Source: an optimization exercise on an open RTL-to-GDS flow (aim: small area, a short achievable clock period and few clock cycles). Production flows keep margins and buffers that such runs may drop.
Only simulation tests tie the RTL to the original design; equivalence was not proved.
Power and IR drop assume default switching activity.

File: flow/design.v
package cpu_pkg;
    localparam int IMEM_DEPTH = 64;
    localparam int DMEM_DEPTH = 64;
    localparam int NUM_REGS   = 16;
    typedef logic [31:0] word_t;
    typedef logic [3:0]  reg_idx_t;
    typedef logic [10:0] imm_t;       
    typedef logic [5:0]  mem_addr_t;  
    localparam logic [4:0] OP_NOP  = 5'd0;
    localparam logic [4:0] OP_ADD  = 5'd1;
    localparam logic [4:0] OP_SUB  = 5'd2;
    localparam logic [4:0] OP_AND  = 5'd3;
    localparam logic [4:0] OP_ORR  = 5'd4;
    localparam logic [4:0] OP_EOR  = 5'd5;
    localparam logic [4:0] OP_ADDI = 5'd6;
    localparam logic [4:0] OP_LDR  = 5'd7;
    localparam logic [4:0] OP_STR  = 5'd8;
    typedef struct packed {
        logic [3:0] cond;
        logic [4:0] opcode;
        reg_idx_t   rn;
        reg_idx_t   rm;
        reg_idx_t   rd;
        imm_t       imm;
    } instr_t;
    localparam logic [2:0] ALU_ADD = 3'd0;
    localparam logic [2:0] ALU_SUB = 3'd1;
    localparam logic [2:0] ALU_AND = 3'd2;
    localparam logic [2:0] ALU_OR  = 3'd3;
    localparam logic [2:0] ALU_XOR = 3'd4;
    typedef struct packed {
        logic   valid;
        instr_t instr;
    } if_id_t;
    typedef struct packed {
        logic       valid;
        reg_idx_t   rn;
        reg_idx_t   rm;
        word_t      rn_val;
        word_t      rm_val;
        word_t      imm;          
        reg_idx_t   rd;
        logic [2:0] alu_op;
        logic       alu_src_imm;  
        logic       reg_write;
        logic       mem_read;
        logic       mem_write;
    } id_ex_t;
    typedef struct packed {
        logic     valid;
        word_t    alu_result;   
        word_t    store_data;
        reg_idx_t rd;
        logic     reg_write;
        logic     mem_read;
        logic     mem_write;
    } ex_mem_t;
    typedef struct packed {
        logic     valid;
        word_t    result;
        reg_idx_t rd;
        logic     reg_write;
    } mem_wb_t;
endpackage
module pipe_reg #(
    parameter int W = 1
) (
    input  logic         clk,
    input  logic         rst,
    input  logic         hold,
    input  logic         bubble,
    input  logic [W-1:0] d,
    output logic [W-1:0] q
);
    always_ff @(posedge clk) begin
        if (rst) begin
            q <= '0;
        end else if (!hold) begin
            if (bubble) begin
                q <= '0;     
            end else begin
                q <= d;
            end
        end
    end
endmodule
module fetch_stage (
    input  logic                      clk,
    input  logic                      rst,
    input  logic                      run,
    input  logic                      stall,
    input  logic                      load_req,
    input  cpu_pkg::mem_addr_t        load_addr,
    input  cpu_pkg::instr_t           load_instr,
    output logic                      load_ack,
    output cpu_pkg::if_id_t           fetched
);
    logic [31:0]        imem [0:cpu_pkg::IMEM_DEPTH-1];
    cpu_pkg::mem_addr_t pc;
    logic               load_wr;
    assign load_wr = load_req && !load_ack;   
    always_ff @(posedge clk) begin
        if (rst) begin
            load_ack <= 1'b0;
        end else begin
            load_ack <= load_req;
        end
    end
    always_ff @(posedge clk) begin
        if (rst) begin
            for (int i = 0; i < cpu_pkg::IMEM_DEPTH; i++) begin
                imem[i] <= '0;
            end
        end else if (load_wr) begin
            imem[load_addr] <= load_instr;
        end
    end
    always_ff @(posedge clk) begin
        if (rst || !run) begin
            pc <= '0;
        end else if (!stall) begin
            pc <= pc + 1'b1;     
        end
    end
    assign fetched.valid = run;
    assign fetched.instr = imem[pc];
endmodule
module decode_stage (
    input  logic              clk,
    input  logic              rst,
    input  cpu_pkg::if_id_t   fetched,
    input  cpu_pkg::reg_idx_t ex_rd,
    input  logic              ex_mem_read,
    input  logic              wb_write,
    input  cpu_pkg::reg_idx_t wb_rd,
    input  cpu_pkg::word_t    wb_data,
    output cpu_pkg::id_ex_t   decoded,
    output logic              stall
);
    cpu_pkg::instr_t  instr;
    logic [31:0]      regs [0:cpu_pkg::NUM_REGS-1];
    cpu_pkg::word_t   rn_val;
    cpu_pkg::word_t   rm_val;
    logic [2:0]       alu_op;
    logic             is_rr;      
    logic             is_mem;
    logic             reads_rn;
    logic             reads_rm;
    assign instr = fetched.instr;
    always_ff @(posedge clk) begin
        if (rst) begin
            for (int i = 0; i < cpu_pkg::NUM_REGS; i++) begin
                regs[i] <= '0;
            end
        end else if (wb_write) begin
            regs[wb_rd] <= wb_data;
        end
    end
    assign rn_val = (wb_write && wb_rd == instr.rn) ? wb_data : regs[instr.rn];
    assign rm_val = (wb_write && wb_rd == instr.rm) ? wb_data : regs[instr.rm];
    assign is_rr  = instr.opcode == cpu_pkg::OP_ADD || instr.opcode == cpu_pkg::OP_SUB ||
                    instr.opcode == cpu_pkg::OP_AND || instr.opcode == cpu_pkg::OP_ORR ||
                    instr.opcode == cpu_pkg::OP_EOR;
    assign is_mem = instr.opcode == cpu_pkg::OP_LDR || instr.opcode == cpu_pkg::OP_STR;
    assign reads_rn = fetched.valid && (is_rr || is_mem || instr.opcode == cpu_pkg::OP_ADDI);
    assign reads_rm = fetched.valid && (is_rr || instr.opcode == cpu_pkg::OP_STR);
    always_comb begin
        case (instr.opcode)
            cpu_pkg::OP_SUB: alu_op = cpu_pkg::ALU_SUB;
            cpu_pkg::OP_AND: alu_op = cpu_pkg::ALU_AND;
            cpu_pkg::OP_ORR: alu_op = cpu_pkg::ALU_OR;
            cpu_pkg::OP_EOR: alu_op = cpu_pkg::ALU_XOR;
            default:         alu_op = cpu_pkg::ALU_ADD;  
        endcase
    end
    always_comb begin
        decoded.valid       = fetched.valid;
        decoded.rn          = instr.rn;
        decoded.rm          = instr.rm;
        decoded.rn_val      = rn_val;
        decoded.rm_val      = rm_val;
        decoded.imm         = {21'd0, instr.imm};
        decoded.rd          = instr.rd;
        decoded.alu_op      = alu_op;
        decoded.alu_src_imm = !is_rr;
        decoded.reg_write   = fetched.valid && (is_rr || instr.opcode == cpu_pkg::OP_ADDI
                                                      || instr.opcode == cpu_pkg::OP_LDR);
        decoded.mem_read    = fetched.valid && instr.opcode == cpu_pkg::OP_LDR;
        decoded.mem_write   = fetched.valid && instr.opcode == cpu_pkg::OP_STR;
    end
    assign stall = ex_mem_read && ((reads_rn && ex_rd == instr.rn) ||
                                   (reads_rm && ex_rd == instr.rm));
endmodule
module execute_stage (
    input  cpu_pkg::id_ex_t   issued,
    input  logic              em_write,
    input  cpu_pkg::reg_idx_t em_rd,
    input  cpu_pkg::word_t    em_data,    
    input  logic              mw_write,
    input  cpu_pkg::reg_idx_t mw_rd,
    input  cpu_pkg::word_t    mw_data,
    output cpu_pkg::ex_mem_t  executed
);
    cpu_pkg::word_t op_a;
    cpu_pkg::word_t rm_fwd;
    cpu_pkg::word_t op_b;
    cpu_pkg::word_t alu_res;
    always_comb begin
        if (em_write && em_rd == issued.rn)      op_a = em_data;
        else if (mw_write && mw_rd == issued.rn) op_a = mw_data;
        else                                     op_a = issued.rn_val;
        if (em_write && em_rd == issued.rm)      rm_fwd = em_data;
        else if (mw_write && mw_rd == issued.rm) rm_fwd = mw_data;
        else                                     rm_fwd = issued.rm_val;
    end
    assign op_b = issued.alu_src_imm ? issued.imm : rm_fwd;
    always_comb begin
        case (issued.alu_op)
            cpu_pkg::ALU_SUB: alu_res = op_a - op_b;
            cpu_pkg::ALU_AND: alu_res = op_a & op_b;
            cpu_pkg::ALU_OR:  alu_res = op_a | op_b;
            cpu_pkg::ALU_XOR: alu_res = op_a ^ op_b;
            default:          alu_res = op_a + op_b;
        endcase
    end
    always_comb begin
        executed.valid      = issued.valid;
        executed.alu_result = alu_res;
        executed.store_data = rm_fwd;        
        executed.rd         = issued.rd;
        executed.reg_write  = issued.reg_write;
        executed.mem_read   = issued.mem_read;
        executed.mem_write  = issued.mem_write;
    end
endmodule
module memory_stage (
    input  logic              clk,
    input  logic              rst,
    input  cpu_pkg::ex_mem_t  accessed_in,
    output cpu_pkg::mem_wb_t  result
);
    logic [31:0]        dmem [0:cpu_pkg::DMEM_DEPTH-1];
    cpu_pkg::mem_addr_t addr;
    cpu_pkg::word_t     load_data;
    assign addr = accessed_in.alu_result[5:0];
    always_ff @(posedge clk) begin
        if (rst) begin
            for (int i = 0; i < cpu_pkg::DMEM_DEPTH; i++) begin
                dmem[i] <= '0;
            end
        end else if (accessed_in.valid && accessed_in.mem_write) begin
            dmem[addr] <= accessed_in.store_data;
        end
    end
    assign load_data = dmem[addr];   
    always_comb begin
        result.valid     = accessed_in.valid;
        result.result    = accessed_in.mem_read ? load_data : accessed_in.alu_result;
        result.rd        = accessed_in.rd;
        result.reg_write = accessed_in.reg_write;
    end
endmodule
module cpu_top (
    input  logic        clk,
    input  logic        rst,
    input  logic        run,
    input  logic        load_req,
    input  logic [5:0]  load_addr,
    input  logic [31:0] load_instr,
    output logic        load_ack,
    output logic        retire_valid,
    output logic [3:0]  retire_rd,
    output logic [31:0] retire_data
);
    cpu_pkg::if_id_t  fetch_d;
    cpu_pkg::if_id_t  if_id_q;
    cpu_pkg::id_ex_t  decode_d;
    cpu_pkg::id_ex_t  id_ex_q;
    cpu_pkg::ex_mem_t exec_d;
    cpu_pkg::ex_mem_t ex_mem_q;
    cpu_pkg::mem_wb_t mem_d;
    cpu_pkg::mem_wb_t mem_wb_q;
    logic             stall;
    logic             wb_write;
    logic             em_write;
    fetch_stage u_fetch (
        .clk        (clk),
        .rst        (rst),
        .run        (run),
        .stall      (stall),
        .load_req   (load_req),
        .load_addr  (load_addr),
        .load_instr (load_instr),
        .load_ack   (load_ack),
        .fetched    (fetch_d)
    );
    pipe_reg #(.W($bits(fetch_d))) if_id_r (
        .clk(clk), .rst(rst), .hold(stall), .bubble(1'b0), .d(fetch_d), .q(if_id_q)
    );
    decode_stage u_decode (
        .clk         (clk),
        .rst         (rst),
        .fetched     (if_id_q),
        .ex_rd       (id_ex_q.rd),
        .ex_mem_read (id_ex_q.valid && id_ex_q.mem_read),
        .wb_write    (wb_write),
        .wb_rd       (mem_wb_q.rd),
        .wb_data     (mem_wb_q.result),
        .decoded     (decode_d),
        .stall       (stall)
    );
    pipe_reg #(.W($bits(decode_d))) id_ex_r (
        .clk(clk), .rst(rst), .hold(1'b0), .bubble(stall), .d(decode_d), .q(id_ex_q)
    );
    execute_stage u_execute (
        .issued   (id_ex_q),
        .em_write (em_write),
        .em_rd    (ex_mem_q.rd),
        .em_data  (ex_mem_q.alu_result),
        .mw_write (wb_write),
        .mw_rd    (mem_wb_q.rd),
        .mw_data  (mem_wb_q.result),
        .executed (exec_d)
    );
    pipe_reg #(.W($bits(exec_d))) ex_mem_r (
        .clk(clk), .rst(rst), .hold(1'b0), .bubble(1'b0), .d(exec_d), .q(ex_mem_q)
    );
    memory_stage u_memory (
        .clk         (clk),
        .rst         (rst),
        .accessed_in (ex_mem_q),
        .result      (mem_d)
    );
    pipe_reg #(.W($bits(mem_d))) mem_wb_r (
        .clk(clk), .rst(rst), .hold(1'b0), .bubble(1'b0), .d(mem_d), .q(mem_wb_q)
    );
    assign wb_write = mem_wb_q.valid && mem_wb_q.reg_write;
    assign em_write = ex_mem_q.valid && ex_mem_q.reg_write;
    assign retire_valid = wb_write;      
    assign retire_rd    = mem_wb_q.rd;
    assign retire_data  = mem_wb_q.result;
endmodule
File: flow/run.sh
#!/bin/bash
# synth_recipe.tcl (not shown) runs the flow's synth.tcl, then flattens the netlist and writes it again
# the make line also repeats each setting of config.mk as NAME=value (left out here)
make -C /OpenROAD-flow-scripts/flow DESIGN_CONFIG=/design/flow/config.mk WORK_HOME=/design/flow/orfs CLKGATE_MAP_FILE= SYNTH_SCRIPT=/design/flow/synth_recipe.tcl finish
File: flow/config.mk
export PLATFORM = sky130hd
export DESIGN_NAME = cpu_top
export DESIGN_NICKNAME = cpu_top
export VERILOG_FILES = /design/flow/design.v
export SDC_FILE = /design/flow/constraint.sdc
export NUM_CORES = 4
export LEC_CHECK = 0
export CAP_MARGIN = 20
export CORE_MARGIN = 2
export CORE_UTILIZATION = 40
export SLEW_MARGIN = 20
File: flow/constraint.sdc
create_clock -name core_clock -period 6.0 [get_ports {clk}]
set_input_delay 1.2000 -clock core_clock [delete_from_list [all_inputs] [get_ports {clk}]]
set_output_delay 1.2000 -clock core_clock [all_outputs]
set_load 0.01 [all_outputs]
==> results.txt <==
The tree is rooted in a clkbuf_16. In this run the critical register-to-register path is launched from ex_mem_r.q[40]. The worst setup path is captured at a flop. The netlist area before placement came out at between 200,000 and 250,000 sq um.

In this run the worst path has a maximum fanout of 32. Prior to clock tree synthesis, the placed netlist has a worst setup slack of about 0.12 ns. Synthesis produced around 15,000 cells. The most utilized layer in the global route result is met2. The count of TritonRoute iterations in the first routing pass is 8. For this run, the top clock speed supported by timing is approximately 170 MHz. The mean area per synthesized cell came out at between 10 and 15 sq um. The capturing instance or port of the critical path is mem_wb_r.q[10]. The maximum number of pins on one net before global-route repair came out at 119. The final weighted congestion in routability-driven placement came out at 0.885.

The final worst slack is roughly 0.24 ns. The initial antenna violation count came out at 46. The area of the core region is 525,000 sq um. The detail-routed net length per standard cell is slightly above 30 microns. The area growth from synthesis to layout is 11.5%. The TritonCTS clock tree is yes.

At the end of the flow, the number of nets in the layout was around 14,000. The total number of H-tree levels came out at 5. In the global route stage, overall resource usage came out at 24.0%. STA puts the critical path data required time at slightly below 7 ns.

The final count of hold timing violations came to 0. At the later pin of the worst-skew pair, clock insertion delay measures 1.04 ns. Data arrives at the worst endpoint at roughly 6.6 ns. The relative max-transition margin came out at about 16%. The number of buffer cells added on primary ports came out at 75. Summing internal, switching and leakage power gives 0.0747 W. The total leakage power is about 84 nW. The post-detailed-route via-to-cell ratio came out at 5.77. The slew at the pin closest to its max-slew limit is around 1.3 ns. The layout has 45,600 filler cells. The most common flop cell mapped by yosys is edfxtp_1. By startpoint and endpoint, the worst setup path is classified as reg -> reg.

The net count after synthesis is roughly 15,000. The number of routed nets with antenna violations is 0. The iteration-0 DRC count of the detailed router came out at ~16,000.

The number of warnings issued by yosys is 8. Yosys instantiated no cell more often than and2_1. The worst path uses 96.0% of the clock period. The floorplan step defined a die boundary enclosing 533,000 sq um. The remaining design rule violation count is 0.

After synthesis, the most frequently instantiated cells are 4,395 x and2_1, 4,352 x edfxtp_1, 1,248 x clkbuf_1. Final hold analysis gives a worst-case slack of roughly 0.44 ns. The global-route congestion overflow total came out at 0. The wire length of the first global-routing pass came out at between 900,000 and 1,000,000 microns.

The area of the multi-input gates came out at 69,500 sq um. Setup repair after global routing left no endpoint under its margin. After layout, the minimum clock period comes to around 5.8 ns.

The min-delay analysis places its worst path in the category reg -> reg. The setup TNS came out at 0 ns. Once placement finished, the instance area stood at 220,000 sq um. The max-capacitance violation count is 0. The fraction of post-synthesis cell area in the top cell type by area is between 60% and 70%. The clock drives between 4,000 and 5,000 sinks. The logic depth of the worst register-to-register path came out at 13. The sequential cell area in the final layout came out at 136,000 sq um.

The sort of element at the start of the critical path is a flop. After clock tree synthesis, the clock-pin slew on the worst setup and hold paths is around 0.070 ns. The flow ran to the end and the layout has no timing, DRC or antenna violations. In this run the register-to-register setup slack is around 0.24 ns. The register area share after synthesis came out at between 60% and 70%. The number of placement rows came out at about 270.

The power density over cell area came out at between 300 and 400 nW/um^2. The clock skew after layout came out at approximately 0.10 ns. Global routing consumed, on the met3 layer, between 4 and 5% of the routing resources. Sorting the synthesized cells by area gives the leading types as edfxtp_1 62%, and2_1 13%, mux4_2 9.7%, a22oi_1 2.5%, dfxtp_1 2.3%. The post-route cell area came out at ~240,000 sq um. The number of synthesized flops with an enable pin came out at roughly 4,400. The fraction of final layout cells with drive strength greater than 1 came out at around 18%. The number of failing setup endpoints in the final timing report is 0. The endpoint identified for the worst register-to-register timing path is mem_wb_r.q[10]. 80 I/O pins were placed.

The first element of the critical path is ex_mem_r.q[40]. The initial utilization of the core area, before any placement, comes to ~40%. The half-perimeter wire length of the detailed placement result came out at between 300,000 and 400,000 microns. The met2 demand-to-capacity share in global routing is 36.8%.

The largest total area in the synthesized netlist belongs to edfxtp_1. The number of CTS-inserted buffers came out at between 400 and 500. The count of unique library cells instantiated by Yosys is 84. The synthesis-stage register bit count came out at 4,593. The floorplan step set the die width to around 730 microns.

The sum of routed wire length over all layers is between 600,000 and 700,000 microns. The maximum number of buffers from clock root to sink is 4. The met1 layer usage reported by global route came out at between 30 and 40%. The via count came out at roughly 120k.

The count of final max-slew check failures is 0. The async set-reset flop share out of synthesis is 0%. The die outline height is about 730 microns.

The via count of the first global-routing pass came out at approximately 120k. Across the VDD grid, the largest voltage drop is around 0.29 mV.
## layout make-up
cell class	count	area share, %
Timing Repair Buffer	639	2.42
Clock inverter	287	1.11
Tap cell	6968	3.71
Inverter	85	0.136
Multi-Input combinational cell	8323	29.6
Clock buffer	602	5.36
Antenna cell	10	0.0106
Sequential cell	4593	57.7
## worst max-delay path, cell delays in order (launching register included)
cell	delay (ns)
dfxtp_4	0.34
buf_4	0.39
buf_4	0.59
nand2_1	0.21
nor2_4	0.75
buf_4	0.55
a22oi_1	0.16
a31oi_1	0.48
a21oi_1	0.22
nor2_1	0.17
a21oi_1	0.06
nor2_1	0.45
nor4_1	0.15
a211oi_1	0.91
## what timing repair did
action | CTS | global route
endpoints found under the setup margin | 0 | 9
buffers inserted | 0 | 2
resized for setup | 0 | 14
hold buffers | 0 | 0
## logic make-up (layout without fill, tap and decap cells)
| family | after synthesis | after routing | share of synthesized area, % |
|---|---|---|---|
| AND/OR/NAND/NOR | 5477 | 5477 | 15.6 |
| flip-flops | 4593 | 4593 | 64.3 |
| buffers and inverters | 1648 | 1613 | 3.04 |
| AO/OA/AOI/OAI | 1561 | 1561 | 5.50 |
| multiplexers | 1097 | 1097 | 10.6 |
| adder cells (fa/ha/maj) | 98 | 98 | 0.585 |
| XOR/XNOR | 90 | 90 | 0.381 |
| other | 0 | 10 | 0 |
## state kept, by name (all words and copies together), names as in the netlist
signal            cells
u_decode.regs       512
mem_wb_r.q           38
u_fetch.imem       1792
id_ex_r.q            95
if_id_r.q            29
u_fetch.pc            6
ex_mem_r.q           72
u_memory.dmem      2048
u_fetch.load_ack      1
## layer usage
layer	routed length, microns	up-vias
met5	27	-
met4	24900	4
met3	60300	1005
met2	296000	5834
met1	272000	64400
li1	-	52900
## cells in the final DEF (no fill, tap or decap), drive strengths merged, types with 15 or more instances in the layout
cell type and count:
and2 4395, edfxtp 4352, mux4 912, a22oi 710, clkbuf 602, buf 593, nor2 439, dfxtp 241
clkinv 233, mux2i 162, or2 151, nand4 149, a221oi 143, a22o 129, o21ai 117, a21oi 104
nand2 100, ha 97, inv 93, a31oi 80, xnor2 65, nor3 62, nand3 55, a211oi 48
a21o 46, clkdlybuf4s50 46, a311oi 42, bufinv 37, nor2b 33, o211ai 31, xor2 25, o22ai 24
mux2 23, nand2b 20, and3 19, a41oi 15
## report_power, final
group	switching [W]	internal (W)
clock	0.0129	0.0164
combinational	0.00641	0.00247
sequential	0.000488	0.0360
total	0.0198	0.0549
## metrics by stage
| step | util, % | instances |
|---|---|---|
| after global placement | 41.9 | 20600 |
| after floorplan | - | 14600 |
| after detailed placement | 41.9 | 20600 |
| final | 44.8 | 21500 |
| after global routing | 44.8 | 21500 |
| after CTS | 44.8 | 21500 |
## how the worst min path moves through the flow
stage / startpoint / to / slack, ns / cells after the start
after floorplan: id_ex_r.q[0] / ex_mem_r.q[0] / 0.41 / 1
after global placement: id_ex_r.q[0] / ex_mem_r.q[0] / 0.42 / 1
after detailed placement: id_ex_r.q[2] / ex_mem_r.q[2] / 0.42 / 1
after CTS: id_ex_r.q[2] / ex_mem_r.q[2] / 0.44 / 1
after global routing: id_ex_r.q[0] / ex_mem_r.q[0] / 0.47 / 1
final: id_ex_r.q[2] / ex_mem_r.q[2] / 0.44 / 1
Testbench counts, summed over its fixed seeds: cycles 25,321.

what the ideal ports hide:
Ports are ideal in the flow. The routed layout listed here was re-timed in OpenROAD. Step 1 sets driving cells, clkbuf_16 on the clock port and buf_2 on the other inputs (assumed; they add their load-dependent delay and slew). Step 2 adds t to the input delays and takes it off the output delays; t is the mean of the earliest and latest rising clock arrival at the registers after step 1. Input paths then give back, and output paths get back, about the clock's delay inside the block. a / b / c = no drivers / after step 1 / after step 2; a / b = the first two.
t (ns): 1.123
setup WS [ns]: 0.241 / 0.241 / 0.241
worst setup path at the end: register to register
After both steps setup and hold are still met in this run. For this run, drivers alone change the setup slack by 0.000 ns; drivers and shift together by 0.000 ns.
